Context: an optimization exercise on an open-source flow, tuned for small area. The choices shown serve that exercise and are no tape-out recipe.
In this exercise RTL edits were held to simulation tests only and were not proved equivalent to the original.
Power and IR drop assume default switching activity.

### design.v
package regfile_mp_pkg;
    localparam int DATA_WIDTH_DEF = 32;
    localparam int ADDR_WIDTH_DEF = 5;
    localparam int ZERO_REG       = 0;
    typedef enum logic {
        ST_INIT = 1'b0,
        ST_RUN  = 1'b1
    } rf_state_e;
endpackage
module regfile_read_port
#(
    parameter int DATA_WIDTH = regfile_mp_pkg::DATA_WIDTH_DEF,
    parameter int ADDR_WIDTH = regfile_mp_pkg::ADDR_WIDTH_DEF,
    parameter int DEPTH      = 1 << ADDR_WIDTH
) (
    input  logic                  run,
    input  logic [ADDR_WIDTH-1:0] raddr,
    input  logic [DATA_WIDTH-1:0] arr_word,
    input  logic [DEPTH-1:0]      busy_vec,
    input  logic                  we0,
    input  logic [ADDR_WIDTH-1:0] waddr0,
    input  logic [DATA_WIDTH-1:0] wdata0,
    input  logic                  we1,
    input  logic [ADDR_WIDTH-1:0] waddr1,
    input  logic [DATA_WIDTH-1:0] wdata1,
    output logic [DATA_WIDTH-1:0] rdata,
    output logic                  rbusy
);
    always_comb begin
        rdata = '0;
        rbusy = 1'b0;
        if (run && (raddr != ADDR_WIDTH'(regfile_mp_pkg::ZERO_REG))) begin
            rdata = arr_word;
            rbusy = busy_vec[raddr];
            if (we1 && (waddr1 == raddr)) begin
                rdata = wdata1;
                rbusy = 1'b0;
            end else if (we0 && (waddr0 == raddr)) begin
                rdata = wdata0;
                rbusy = 1'b0;
            end
        end
    end
endmodule
module regfile_mp
#(
    parameter int DATA_WIDTH = regfile_mp_pkg::DATA_WIDTH_DEF,
    parameter int ADDR_WIDTH = regfile_mp_pkg::ADDR_WIDTH_DEF,
    parameter int NUM_READ   = 2
) (
    input  logic                           clk,
    input  logic                           rst_n,
    input  logic [NUM_READ*ADDR_WIDTH-1:0] raddr,
    output logic [NUM_READ*DATA_WIDTH-1:0] rdata,
    output logic [NUM_READ-1:0]            rbusy,
    input  logic                           we0,
    input  logic                           we1,
    input  logic [ADDR_WIDTH-1:0]          waddr0,
    input  logic [ADDR_WIDTH-1:0]          waddr1,
    input  logic [DATA_WIDTH-1:0]          wdata0,
    input  logic [DATA_WIDTH-1:0]          wdata1,
    input  logic                           rsv_en,
    input  logic [ADDR_WIDTH-1:0]          rsv_addr,
    output logic                           ready,
    output logic                           dbg_state
);
    localparam int DEPTH = 1 << ADDR_WIDTH;
    regfile_mp_pkg::rf_state_e             state_q, state_d;
    logic [ADDR_WIDTH-1:0] cnt_q, cnt_d;
    logic [DEPTH-1:0]      busy_q, busy_d;
    logic                  ready_q, ready_d;
    logic [DATA_WIDTH-1:0] mem_q [DEPTH];
    logic run;
    logic wr0_en;
    logic wr1_en;
    assign run    = (state_q == regfile_mp_pkg::ST_RUN);
    assign wr0_en = run && we0 && (waddr0 != ADDR_WIDTH'(regfile_mp_pkg::ZERO_REG));
    assign wr1_en = run && we1 && (waddr1 != ADDR_WIDTH'(regfile_mp_pkg::ZERO_REG));
    always_comb begin
        state_d = state_q;
        cnt_d   = cnt_q;
        busy_d  = busy_q;
        case (state_q)
            regfile_mp_pkg::ST_INIT: begin
                cnt_d = cnt_q + 1'b1;
                if (cnt_q == ADDR_WIDTH'(DEPTH - 1)) begin
                    state_d = regfile_mp_pkg::ST_RUN;
                end
            end
            regfile_mp_pkg::ST_RUN: begin
                for (int a = 0; a < DEPTH; a++) begin
                    if (rsv_en && (rsv_addr == ADDR_WIDTH'(a))) begin
                        busy_d[a] = 1'b1;
                    end else if ((we0 && (waddr0 == ADDR_WIDTH'(a))) ||
                                 (we1 && (waddr1 == ADDR_WIDTH'(a)))) begin
                        busy_d[a] = 1'b0;
                    end
                end
            end
            default: begin
                state_d = regfile_mp_pkg::ST_INIT;
                cnt_d   = '0;
            end
        endcase
        busy_d[regfile_mp_pkg::ZERO_REG] = 1'b0;
        ready_d = (state_d == regfile_mp_pkg::ST_RUN);
    end
    always_ff @(posedge clk or negedge rst_n) begin
        if (!rst_n) begin
            state_q <= regfile_mp_pkg::ST_INIT;
            cnt_q   <= '0;
            busy_q  <= '0;
            ready_q <= 1'b0;
        end else begin
            state_q <= state_d;
            cnt_q   <= cnt_d;
            busy_q  <= busy_d;
            ready_q <= ready_d;
        end
    end
    always_ff @(posedge clk) begin
        if (!run) begin
            mem_q[cnt_q] <= '0;
        end
        if (wr0_en) begin
            mem_q[waddr0] <= wdata0;
        end
        if (wr1_en) begin
            mem_q[waddr1] <= wdata1;
        end
    end
    for (genvar i = 0; i < NUM_READ; i++) begin : g_rd
        logic [ADDR_WIDTH-1:0] port_addr;
        logic [DATA_WIDTH-1:0] port_word;
        logic [DATA_WIDTH-1:0] port_data;
        logic                  port_busy;
        assign port_addr = raddr[i*ADDR_WIDTH +: ADDR_WIDTH];
        assign port_word = mem_q[port_addr];
        regfile_read_port #(
            .DATA_WIDTH (DATA_WIDTH),
            .ADDR_WIDTH (ADDR_WIDTH),
            .DEPTH      (DEPTH)
        ) u_rd (
            .run      (run),
            .raddr    (port_addr),
            .arr_word (port_word),
            .busy_vec (busy_q),
            .we0      (we0),
            .waddr0   (waddr0),
            .wdata0   (wdata0),
            .we1      (we1),
            .waddr1   (waddr1),
            .wdata1   (wdata1),
            .rdata    (port_data),
            .rbusy    (port_busy)
        );
        assign rdata[i*DATA_WIDTH +: DATA_WIDTH] = port_data;
        assign rbusy[i]                          = port_busy;
    end
    assign ready     = ready_q;
    assign dbg_state = state_q;
endmodule
### run.sh
#!/bin/bash
# synth_recipe.tcl (not shown) runs the flow's synth.tcl, then flattens the netlist and writes it again
# the make line also repeats each setting of config.mk as NAME=value (left out here)
make -C /OpenROAD-flow-scripts/flow DESIGN_CONFIG=/design/flow/config.mk WORK_HOME=/design/flow/orfs CLKGATE_MAP_FILE= SYNTH_SCRIPT=/design/flow/synth_recipe.tcl finish
### config.mk
export PLATFORM = sky130hd
export DESIGN_NAME = regfile_mp
export DESIGN_NICKNAME = regfile_mp
export VERILOG_FILES = /design/flow/design.v
export SDC_FILE = /design/flow/constraint.sdc
export NUM_CORES = 4
export LEC_CHECK = 0
export CAP_MARGIN = 20
export CORE_MARGIN = 2
export CORE_UTILIZATION = 40
export SLEW_MARGIN = 20
### constraint.sdc
create_clock -name core_clock -period 8.0 [get_ports {clk}]
set_input_delay 1.6000 -clock core_clock [delete_from_list [all_inputs] [get_ports {clk}]]
set_output_delay 1.6000 -clock core_clock [all_outputs]
set_load 0.01 [all_outputs]
==> flow_summary.json <==
{
  "cts.sinks": 1061,
  "rsz0062_at_grt": "no",
  "hpwl_microns": 141400,
  "synthFlopType": "edfxtp_1",
  "synth_cell_type_count": 71,
  "maxCapViolations": 0,
  "synth_edf_count": 1024,
  "status": "timing/DRC/antenna clean",
  "crit_fanout": 43,
  "root_buffer": "clkbuf_16",
  "cts_setup_buffers": 0,
  "multi_input_area_sq_um": 28710,
  "yosys.area_share.simple_pct": 8.839,
  "htreeDepth": 3,
  "crit_required_ns": 6.40,
  "drc_errors": 0,
  "cts_buffers": 117,
  "placed_area_sq_um": 66260,
  "synth_top_family_by_area": "multiplexers",
  "ys.warnings.count": 2,
  "hold_violations": 0,
  "ios": 162,
  "grt_max_degree": 79,
  "drtIter0Drc": 8310,
  "totalWireLength_microns": 246800,
  "drive_gt1_share_pct": 15.24,
  "p_leak_nw": 23.61,
  "synthMuxAreaShare_pct": 20.55,
  "hold_class": "reg2reg",
  "syn-num-nets": 5622,
  "design_area_sq_um": 70290,
  "crit_path_end_kind": "output pin",
  "fmax_ghz": 0.1411,
  "syn_to_final_growth_pct": 11.59,
  "die_y_microns": 400.8,
  "ant_nets": 0,
  "coreArea_sq_um": 156400,
  "clk-insertion-delay-late_ns": 0.76,
  "ys_seq_area_share_pct": 50.29,
  "fillers": 14110,
  "synthXorXnorAreaFrac_pct": 0.3198,
  "synth-compound-area-share_pct": 14.70,
  "clkTransAtPathRegs_ns": 0.06,
  "synth_fa_ha_area_share_pct": 0.03973,
  "grt_usage_pct": 30.01,
  "routedWlPerCell_microns": 33.22,
  "first_pass_iters": 7,
  "skew_ns": 0.02361,
  "yosys-top-cells-area": "edfxtp_1, mux4_2, o21ai_0",
  "cts_tree": "done",
  "regArea_sq_um": 31680,
  "synth_cells": 5526,
  "start_util_pct": 40.28,
  "vdd_drop_max_mv": 0.1772,
  "slew_violations": 0,
  "place_congestion": 0.8807,
  "syn_area_per_cell_sq_um": 11.40,
  "dieArea_sq_um": 160700,
  "most-common-layout-cells": "nand2_1, o21ai_0, edfxtp_1",
  "routed-via-count": 49530,
  "slew_headroom_pct": 18.67,
  "num_rows": 145,
  "yosysTopAreaCell": "edfxtp_1",
  "grt-ovfl-total": 0,
  "cts_max_path_buffers": 3,
  "async_flop_share_pct": 3.487,
  "cts_resized": 0,
  "final_util_pct": 44.95,
  "nets": 5372,
  "crit_type": "in2out",
  "totalPowerFinal_mw": 13.47,
  "cp-start-kind": "input port",
  "syn_area_sq_um": 62990,
  "grt_pass1_wl_microns": 347100,
  "worst_slew_pin_slew_ns": 1.203,
  "dieWidth_microns": 400.8,
  "crit_arrival_ns": 5.49,
  "synth_seq_cells": 1061,
  "fin_crit_sh_pct": 88.57,
  "synth_top_area_share_pct": 48.82,
  "numPortBuffers": 161,
  "powerDensity_nw_per_um2": 191.7,
  "fin_setup_tns_ns": 0,
  "cts_hold_buffers": 0,
  "final_common_cell": "nand2_1",
  "setup_viol": 0,
  "grt_pass1_vias": 46670,
  "fin_crit_ns": 7.086,
  "grt_antenna_before_repair": 8,
  "viasPerCell": 6.666
}
path summary, 6_finish.rpt:
| path | from | end | slack (ns) | cells after the start |
|---|---|---|---|---|
| max | waddr1[1] | rdata[20] | 0.91 | 8 |
| min | busy_q[6] | busy_q[6] | 0.52 | 1 |
| max reg2reg | state_q | mem_q[12][6] | 3.50 | 8 |
| min reg2reg | busy_q[6] | busy_q[6] | 0.52 | 1 |
| max in group asynchronous | rst_n | busy_q[12] | 6.46 | 1 |
| min in group asynchronous | rst_n | busy_q[11] | 0.97 | 1 |
Yosys cell counts (19+ instances only):
| cell type | instances |
|---|---|
| a211oi_1 | 33 |
| a21o_1 | 30 |
| a21oi_1 | 60 |
| a22oi_1 | 126 |
| a32oi_1 | 30 |
| buf_1 | 62 |
| buf_2 | 99 |
| buf_4 | 31 |
| clkbuf_1 | 487 |
| clkbuf_2 | 19 |
| dfrtp_1 | 37 |
| edfxtp_1 | 1024 |
| inv_1 | 44 |
| mux2i_1 | 299 |
| mux4_1 | 75 |
| mux4_2 | 351 |
| nand2_1 | 1092 |
| nand3_1 | 102 |
| nand4_1 | 36 |
| nor2_1 | 35 |
| nor3_1 | 23 |
| o211ai_1 | 31 |
| o21ai_0 | 1065 |
| o21bai_1 | 19 |
| o221ai_1 | 33 |
| o22ai_1 | 40 |
| o2bb2ai_1 | 31 |
| o32ai_1 | 32 |
final cells by class:
class                      count  share of cell area, %
tap                         2058                  3.663
sequential                  1061                  45.06
multi-input combinational   3701                  40.84
inverter                      44                 0.2350
timing repair buffer         351                  4.806
clock buffer                 145                  4.315
antenna                        3                0.01068
clock inverter                67                  1.070
logic make-up after synthesis:
logic type,after synthesis
muxes,732
adders and majority gates,2
AOI/OAI and AO/OA,1585
DFF,1061
buffers and inverters,764
and+or+nand+nor,1359
xor gates and xnor gates,23
per-stage QoR:
| stage | hold slack, ns | setup WS, ns | std cells |
|---|---|---|---|
| 6_report | 0.5197 | 0.9142 | 7430 |
| 3_5_place_dp | 0.5031 | 1.010 | 7205 |
| 4_1_cts | 0.5210 | 1.015 | 7417 |
| 3_3_place_gp | 0.4977 | 1.030 | 7203 |
| 2_1_floorplan | 0.4771 | 2.231 | 5526 |
| 5_1_grt | 0.5289 | 0.7650 | 7428 |
layer usage:
| metal | track usage [%] | share of wire [%] | up-vias | wire length, microns |
|---|---|---|---|---|
| met1 | 40.43 | 37 | 24450 | 91220 |
| met5 | 1.189 | 0.15 | - | 374 |
| met3 | 8.375 | 14 | 714 | 34600 |
| met2 | 44.37 | 43 | 3787 | 106700 |
| met4 | 14.97 | 5.6 | 14 | 13930 |
| li1 | - | - | 20570 | - |
sequential cells by signal, summed over array words and instances, names as in the netlist:
| name | cells |
|---|---|
| busy_q | 31 |
| cnt_q | 5 |
| mem_q | 1024 |
| state_q | 1 |
worst max-delay path, cell delays in order:
cell	delay, ns
clkdlybuf4s50_1	0.88
xnor2_1	0.15
nand4_1	0.26
or2_4	0.70
nand4_1	0.17
buf_4	0.39
o211ai_1	0.64
clkdlybuf4s50_1	0.66
power breakdown:
part / total, mW / leakage [nW] / internal, mW / switching, mW
Sequential: 6.21 / 10.8 / 6.19 / 0.0259
Clock: 5.50 / 1.84 / 3.13 / 2.37
Combinational: 1.76 / 10.9 / 0.634 / 1.13

static timing again, ports no longer ideal:
The flow's constraints put no driver on any port. The routed layout listed below was extracted and timed again, unchanged, in two steps.
Step 1 (the two cells are an assumption about what drives the block):
set clk [get_ports {clk}]
set_driving_cell -lib_cell sky130_fd_sc_hd__clkbuf_16 $clk
set_driving_cell -lib_cell sky130_fd_sc_hd__buf_2 [delete_from_list [all_inputs] $clk]
Step 2 times the ports against the registers' clock, not the clock port: input delays grow and output delays shrink by t, the midpoint of the rising clock arrivals with the driver on.
Three values: ideal ports, drivers, drivers and shift; two values: the first two.
t (ns): 0.841
slack for setup (ns): 0.914 / 0.869 / 0.869
worst slew at a driven data input, ns: 0.06
After both steps this run still meets setup and hold. The setup slack of this run moves by -0.045 ns with the drivers and by -0.045 ns with both steps.
